Context: an optimization exercise on an open-source flow, tuned for small area, a short achievable clock period and few clock cycles per item. The choices shown serve that exercise and are no tape-out recipe. Function was checked by simulation only, so behaviour that the tests miss may differ from the original. Power and IR drop assume default switching activity.

--- design/flow/design.v ---
`default_nettype none
package fct_pkg;
  localparam int NUM_PLANES = 6;
  localparam int COORD_W    = 32;
  localparam int FRAC_BITS  = 16;
  localparam int PIDX_W = (NUM_PLANES > 1) ? $clog2(NUM_PLANES) : 1;
  localparam int PROD_W = 2 * COORD_W;            
  localparam int ABS_W  = COORD_W + 2;            
  localparam int EXT_W  = COORD_W - 1;            
  localparam int PE_W   = EXT_W + ABS_W;          
  localparam int DT_W   = COORD_W + FRAC_BITS;    
  localparam int ACC_W  = 2 * COORD_W + 4;        
  localparam logic [1:0] KIND_LOAD   = 2'd0;
  localparam logic [1:0] KIND_POINT  = 2'd1;
  localparam logic [1:0] KIND_SPHERE = 2'd2;
  localparam logic [1:0] KIND_CUBE   = 2'd3;
  typedef logic signed [COORD_W-1:0] coord_t;
  typedef struct packed {
    coord_t a;
    coord_t b;
    coord_t c;
    coord_t d;
  } plane_t;
endpackage
`default_nettype wire
`default_nettype none
module frustum_containment_test_core (
  input  wire logic                    clk,
  input  wire logic                    rst,
  input  wire logic                    start,
  output      logic                    busy,
  input  wire logic [1:0]              kind,
  input  wire logic [2:0]              plane_index,
  input  wire fct_pkg::coord_t         coef_a,
  input  wire fct_pkg::coord_t         coef_b,
  input  wire fct_pkg::coord_t         coef_c,
  input  wire fct_pkg::coord_t         coef_d,
  input  wire fct_pkg::coord_t         pos_x,
  input  wire fct_pkg::coord_t         pos_y,
  input  wire fct_pkg::coord_t         pos_z,
  input  wire logic [fct_pkg::EXT_W-1:0] extent,
  output      logic                    done,
  output      logic                    inside_res
);
  localparam int NUM_PLANES = fct_pkg::NUM_PLANES;
  localparam int COORD_W = fct_pkg::COORD_W;
  localparam int FRAC_BITS = fct_pkg::FRAC_BITS;
  localparam int PIDX_W = fct_pkg::PIDX_W;
  localparam int PROD_W = fct_pkg::PROD_W;
  localparam int ABS_W = fct_pkg::ABS_W;
  localparam int EXT_W = fct_pkg::EXT_W;
  localparam int PE_W = fct_pkg::PE_W;
  localparam int DT_W = fct_pkg::DT_W;
  localparam int ACC_W = fct_pkg::ACC_W;
  localparam logic [1:0] KIND_LOAD = fct_pkg::KIND_LOAD;
  localparam logic [1:0] KIND_POINT = fct_pkg::KIND_POINT;
  localparam logic [1:0] KIND_SPHERE = fct_pkg::KIND_SPHERE;
  localparam logic [1:0] KIND_CUBE = fct_pkg::KIND_CUBE;
  typedef fct_pkg::coord_t coord_t;
  typedef fct_pkg::plane_t plane_t;
  typedef enum logic [1:0] {
    ST_IDLE,
    ST_ISSUE,
    ST_DRAIN
  } state_t;
  state_t state;
  logic              accept;
  logic              load_wr;
  logic              query_go;
  logic [PIDX_W-1:0] wr_idx;
  assign accept   = start && !busy;
  assign load_wr  = accept && (kind == KIND_LOAD) && (int'(plane_index) < NUM_PLANES);
  assign query_go = accept && (kind != KIND_LOAD);
  assign wr_idx   = PIDX_W'(plane_index);
  coord_t           qx;
  coord_t           qy;
  coord_t           qz;
  logic [EXT_W-1:0] qe;
  logic [1:0]       qkind;
  always_ff @(posedge clk) begin
    if (query_go) begin
      qx    <= pos_x;
      qy    <= pos_y;
      qz    <= pos_z;
      qe    <= extent;
      qkind <= kind;
    end
  end
  logic [COORD_W-1:0] ld_abs_a;
  logic [COORD_W-1:0] ld_abs_b;
  logic [COORD_W-1:0] ld_abs_c;
  logic [ABS_W-1:0]   ld_abs_sum;
  assign ld_abs_a   = coef_a[COORD_W-1] ? (~coef_a + 1'b1) : coef_a;
  assign ld_abs_b   = coef_b[COORD_W-1] ? (~coef_b + 1'b1) : coef_b;
  assign ld_abs_c   = coef_c[COORD_W-1] ? (~coef_c + 1'b1) : coef_c;
  assign ld_abs_sum = ABS_W'(ld_abs_a) + ABS_W'(ld_abs_b) + ABS_W'(ld_abs_c);
  logic [4*COORD_W-1:0] mem [NUM_PLANES];
  plane_t            mem_q;
  logic [ABS_W-1:0]  abs_mem [NUM_PLANES];
  logic [ABS_W-1:0]  abs_q;
  logic [NUM_PLANES-1:0] plane_vld;
  logic              vld_q;
  logic [PIDX_W-1:0] rd_addr;
  always_ff @(posedge clk) begin
    if (load_wr) begin
      mem[wr_idx]     <= {coef_a, coef_b, coef_c, coef_d};
      abs_mem[wr_idx] <= ld_abs_sum;
    end
    mem_q <= mem[rd_addr];
    abs_q <= abs_mem[rd_addr];
  end
  always_ff @(posedge clk) begin
    if (rst) begin
      plane_vld <= '0;
      vld_q     <= 1'b0;
    end else begin
      if (load_wr) begin
        plane_vld[wr_idx] <= 1'b1;
      end
      vld_q <= plane_vld[rd_addr];
    end
  end
  logic s0_vld;
  logic s0_last;
  logic s1_vld;
  logic s1_last;
  logic s2_vld;
  logic s2_last;
  logic s3_vld;
  logic s3_last;
  assign s0_vld  = (state == ST_ISSUE);
  assign s0_last = (rd_addr == PIDX_W'(NUM_PLANES - 1));
  always_ff @(posedge clk) begin
    if (rst) begin
      s1_vld  <= 1'b0;
      s1_last <= 1'b0;
      s2_vld  <= 1'b0;
      s2_last <= 1'b0;
      s3_vld  <= 1'b0;
      s3_last <= 1'b0;
    end else begin
      s1_vld  <= s0_vld;
      s1_last <= s0_vld && s0_last;
      s2_vld  <= s1_vld;
      s2_last <= s1_last;
      s3_vld  <= s2_vld;
      s3_last <= s2_last;
    end
  end
  plane_t           pl;
  logic [ABS_W-1:0] abs_sum;
  logic [ABS_W-1:0] slack_fac;
  assign pl      = vld_q ? mem_q : '0;
  assign abs_sum = vld_q ? abs_q : '0;
  always_comb begin
    case (qkind)
      KIND_SPHERE: slack_fac = ABS_W'(1) << FRAC_BITS;
      KIND_CUBE:   slack_fac = abs_sum;
      default:     slack_fac = '0;
    endcase
  end
  logic signed [PROD_W-1:0] pa;
  logic signed [PROD_W-1:0] pb;
  logic signed [PROD_W-1:0] pc;
  logic signed [DT_W-1:0]   dterm;
  logic [PE_W-1:0]          pe;
  always_ff @(posedge clk) begin
    pa    <= pl.a * qx;
    pb    <= pl.b * qy;
    pc    <= pl.c * qz;
    dterm <= {pl.d, {FRAC_BITS{1'b0}}};
    pe    <= qe * slack_fac;
  end
  logic signed [ACC_W-1:0] dist_sum;
  always_ff @(posedge clk) begin
    dist_sum <= {{(ACC_W-PROD_W){pa[PROD_W-1]}}, pa}
              + {{(ACC_W-PROD_W){pb[PROD_W-1]}}, pb}
              + {{(ACC_W-PROD_W){pc[PROD_W-1]}}, pc}
              + {{(ACC_W-DT_W){dterm[DT_W-1]}}, dterm}
              + {{(ACC_W-PE_W){1'b0}}, pe};
  end
  logic dist_pos;
  assign dist_pos = !dist_sum[ACC_W-1] && (|dist_sum);
  logic inside_acc;
  always_ff @(posedge clk) begin
    if (rst) begin
      state      <= ST_IDLE;
      busy       <= 1'b0;
      done       <= 1'b0;
      inside_res <= 1'b0;
      inside_acc <= 1'b0;
      rd_addr    <= '0;
    end else begin
      done <= 1'b0;
      case (state)
        ST_IDLE: begin
          if (query_go) begin
            busy       <= 1'b1;
            inside_acc <= 1'b1;
            rd_addr    <= '0;
            state      <= ST_ISSUE;
          end
        end
        ST_ISSUE: begin
          if (s0_last) begin
            state <= ST_DRAIN;
          end else begin
            rd_addr <= rd_addr + 1'b1;
          end
        end
        ST_DRAIN: begin
          if (s3_vld && s3_last) begin
            done       <= 1'b1;
            inside_res <= inside_acc && dist_pos;
            busy       <= 1'b0;
            state      <= ST_IDLE;
          end
        end
        default: begin
          state <= ST_IDLE;
          busy  <= 1'b0;
        end
      endcase
      if (s3_vld && !dist_pos) begin
        inside_acc <= 1'b0;
      end
    end
  end
endmodule
`default_nettype wire
--- design/flow/run.sh ---
#!/bin/bash
# synth_recipe.tcl (not shown) runs the flow's synth.tcl, then flattens the netlist and writes it again
# the make line also repeats each setting of config.mk as NAME=value (left out here)
make -C /OpenROAD-flow-scripts/flow DESIGN_CONFIG=/design/flow/config.mk WORK_HOME=/design/flow/orfs CLKGATE_MAP_FILE= SYNTH_SCRIPT=/design/flow/synth_recipe.tcl finish
--- design/flow/config.mk ---
export PLATFORM = sky130hd
export DESIGN_NAME = frustum_containment_test_core
export DESIGN_NICKNAME = frustum_containment_test_core
export VERILOG_FILES = /design/flow/design.v
export SDC_FILE = /design/flow/constraint.sdc
export NUM_CORES = 4
export LEC_CHECK = 0
export CAP_MARGIN = 20
export CORE_MARGIN = 2
export CORE_UTILIZATION = 30
export SLEW_MARGIN = 20
--- design/flow/constraint.sdc ---
create_clock -name core_clock -period 12.0 [get_ports {clk}]
set_input_delay 2.4000 -clock core_clock [delete_from_list [all_inputs] [get_ports {clk}]]
set_output_delay 2.4000 -clock core_clock [all_outputs]
set_load 0.01 [all_outputs]
==> results.txt <==
==> routing by layer <==
| metal | up-vias | track usage, % | part of all wire (%) | wire length (um) |
|---|---|---|---|---|
| met1 | 74000 | 23.4 | 38 | 252000 |
| met5 | - | 0 | 0.067 | 442 |
| li1 | 60300 | - | - | - |
| met3 | 1576 | 4.03 | 8.0 | 52500 |
| met2 | 5819 | 30.7 | 46 | 306000 |
| met4 | 68 | 12.1 | 7.5 | 49800 |
==> state kept, by name, summed over array words and instances, names as in the netlist, 6 cells and up <==
name	flops
mem	768
abs_mem	204
mem_q	128
dist_sum	68
pe	65
pa	64
pb	64
pc	64
abs_q	34
dterm	32
qx	32
qy	32
qz	32
qe	31
plane_vld	6
==> cell usage after synthesis (63+ instances only) <==
cell type	instances
a21o_1	201
a21oi_1	538
and2_1	177
and3_1	1191
clkbuf_1	1060
dfxtp_1	541
edfxtp_1	1101
fa_1	4381
ha_1	932
inv_1	4318
mux2i_1	173
mux4_2	163
nand2_1	3111
nand2b_1	77
nand3_1	83
nand4_1	64
nor2_1	417
o21ai_0	199
o21bai_1	63
xnor2_1	248
xor2_1	205
==> area by class of cell <==
class / instances / area share [%]
Antenna cell: 111 / 0.123
Clock buffer: 227 / 2.14
Clock inverter: 99 / 0.542
Inverter: 4320 / 7.19
Multi-Input combinational cell: 12800 / 62.8
Sequential cell: 1642 / 19.4
Tap cell: 9027 / 5.00
Timing Repair Buffer: 705 / 2.74
==> how the worst max path moves through the flow <==
stage | endpoint | depth (start not counted) | from
6_report | pe[63] | 25 | vld_q
3_5_place_dp | pe[63] | 25 | vld_q
3_3_place_gp | pe[63] | 25 | vld_q
5_1_grt | pe[63] | 25 | vld_q
4_1_cts | pe[63] | 25 | vld_q
2_1_floorplan | abs_mem[2][0] | 3 | start
==> worst register-to-register path: stages (launching register included) <==
cell	delay [ns]
dfxtp_4	0.60
and3_4	0.66
buf_4	0.40
and2_1	0.91
buf_4	0.36
nand2_1	0.10
fa_1	0.54
inv_1	0.06
fa_1	0.58
fa_1	0.46
fa_1	0.62
fa_1	0.47
fa_1	0.59
fa_1	0.45
fa_1	0.44
ha_1	0.45
nand2_1	0.17
nor2_1	0.29
nand3_1	0.15
nor3_1	0.31
o21ai_0	0.48
a31oi_1	0.49
a21oi_1	0.14
a311o_1	0.34
o21ai_0	0.23
xor2_1	0.23
==> report_power, final <==
group | total (mW) | internal, mW | leakage [nW] | switching, mW
registers | 6.71 | 6.45 | 14.4 | 0.259
clock network | 5.79 | 3.27 | 2.92 | 2.52
logic | 3.86 | 1.29 | 86.7 | 2.57
==> kinds of logic after synthesis <==
family / Yosys count / synth area share, %
AO/OA/AOI/OAI: 1331 / 4.03
XOR/XNOR: 453 / 1.93
adder cells (fa/ha/maj): 5313 / 48.2
buffers and inverters: 5436 / 9.91
flip-flops: 1642 / 21.3
multiplexers: 337 / 2.63
AND/OR/NAND/NOR: 5358 / 12.0
==> per-stage QoR <==
step	hold slack (ns)	cells	setup slack [ns]	power, mW	cell area (um^2)
floorplan	0.412	19900	-2.59	8.83	206000
global placement	0.419	28500	1.51	10.6	219000
detailed placement	0.420	28500	1.62	10.7	219000
CTS	0.435	28800	1.56	16.5	225000
global route	0.451	28900	1.02	17.0	226000
finish	0.434	28900	1.36	16.4	226000
==> metrics.md <==
| Metric | Value |
|---|---|
| Cells after Synth | `19.9k` |
| Achievable Freq | `0.0940 GHz` |
| Crit end category | `flop` |
| Vias in the first global route | `153k` |
| Leak Pwr | `104 nW` |
| PostCTS Resize Cnt | `0` |
| Register Area | `43900 um^2` |
| Ranking of synthesized cells by area | `fa_1 43%, edfxtp_1 16%, inv_1 7.9%, nand2_1 5.7%, ha_1 5.7%` |
| Max-Cap Viols | `0` |
| R2R cell count | `25` |
| Post-CTS repair timing setup buffer count | `0` |
| Crit path max-delay family | `adder cells` |
| Ys Warns | `1` |
| VDD IR max | `0.254 mV` |
| Max_slew headroom | `10.3%` |
| Worst Path Buf+Inv | `3` |
| Startpoint types | `flop` |
| Layout cells sized above 1 | `4.76%` |
| Top Ports | `266` |
| Synth Cell Area | `206000 um^2` |
| Crit-path max FO | `46` |
| Worst Hold Launch | `mem_q[31]` |
| H-tree depth | `4` |
| Worst-margin pin slew | `1.35 ns` |
| Post-Route Skew | `0.0749 ns` |
| Starting DRT DRC Count | `11.0k` |
| # clock sinks | `1642` |
| FF-to-FF setup slack | `1.36 ns` |
| Die ar. | `693000 um^2` |
| Largest net degree at the start of global routing | `173` |
| Min-Delay Endpoint | `dterm[47]` |
| Die Wd | `833 um` |
| Post-route DRC | `0` |
| Finish-stage setup viols | `0` |
| Initial antenna violation count | `129` |
| Vias per inst | `4.90` |
| Area of the core | `685000 um^2` |
| Fin nets | `25.2k` |
| R2R Path Start | `vld_q` |
| Async SR Flop Fraction | `0%` |
| Antenna viol nets, final | `0` |
| Most common cell after layout, fill and taps aside | `fa_1` |
| Hold path cells | `1` |
| DR pass1 iterations | `6` |
| Sequential-to-total area share from yosys stat | `21.3%` |
| I/O Buffers | `265` |
| Register bit total from synthesis | `1642` |
| Number of synthesized flops with an enable pin | `1101` |
| Total grt overflow | `0` |
| Row Count | `304` |
| Gr usage total | `19.1%` |
| Num CTS Buffers | `179` |
| Initial Util | `30.1%` |
| Vias post-DR | `142k` |
| Crit path top cell by count | `fa_1` |
| Top-area cell type share of the netlist area | `42.6%` |
| Worst-path clk slew | `0.06 ns` |
| Synth Net Count | `25.4k` |
| Worst-Skew Late Latency | `0.96 ns` |
| HP Class | `flop to flop` |
| Mapped Avg Cell Area | `10.4 um^2` |
| End of the worst register-to-register path | `pe[63]` |
| Slowest CP cell | `and2_1` |
| CP Data Required Time | `12.81 ns` |
| Multi-input gate area | `142000 um^2` |
| DP HPWL | `526000 um` |
| Period utilisation layout | `88.7%` |
| Die H | `833 um` |
| Wire per inst | `22.8 um` |
| Synth Flop Type | `edfxtp_1` |
| Setup TNS Final | `0 ns` |
| WP data arrival | `11.45 ns` |
| Most frequent cells in the layout | `4381 x fa_1, 4317 x inv_1, 3111 x nand2_1, 1189 x and3_1, 1101 x edfxtp_1` |
| Synth cell types | `83` |
| Hold Buf Count CTS | `0` |
| Min Tclk post-route | `10.64 ns` |
| FILL cells | `69.5k` |
| Post-Route Utilization | `33.0%` |
| RSZ-0062 raised after global routing | `no` |
| Slew Limit Fails | `0` |
| Maximum root-to-sink buffer count | `4` |
| Crit path largest cell delay | `0.90 ns` |
| Cell taking the most area after synthesis | `fa_1` |
| Placer's final routability congestion estimate | `0.949` |
| Worst Setup Path Type | `flop to flop` |
| CTS Root Cell | `clkbuf_16` |
| Status | `no timing/DRC/antenna violations` |
| Drt total wl | `661000 um` |
| Pwr Density | `72.4 nW/um^2` |
| Global-route wire length before repair | `992000 um` |
| CTS tree | `built` |
| Hold Fails Final Rpt | `0` |
| Area added between synthesis and finish | `9.58%` |
Testbench counts, summed over its fixed seeds: cycles 38,792, queries 3,840.

static timing again, ports no longer ideal:
In the flow no input, the clock included, has a driving cell. The finished layout below was timed again as built, in two steps.
Step 1, drivers: a clkbuf_16 drives clk and a buf_2 each remaining input, both assumed.
Step 2 also shifts input and output timing later by t, the mid clock arrival at the registers, as if the neighbouring blocks saw the same clock.
Slacks: ideal ports / drivers / drivers and shift; pairs: ideal ports / drivers.
shift t [ns]: 1.024
setup WS [ns]: 1.359 / 1.359 / 1.359
worst slew at a driven data input, ns: 0.26
After both steps this run still meets setup and hold. For this run, drivers alone change the setup slack by 0.000 ns; drivers and shift together by 0.000 ns.
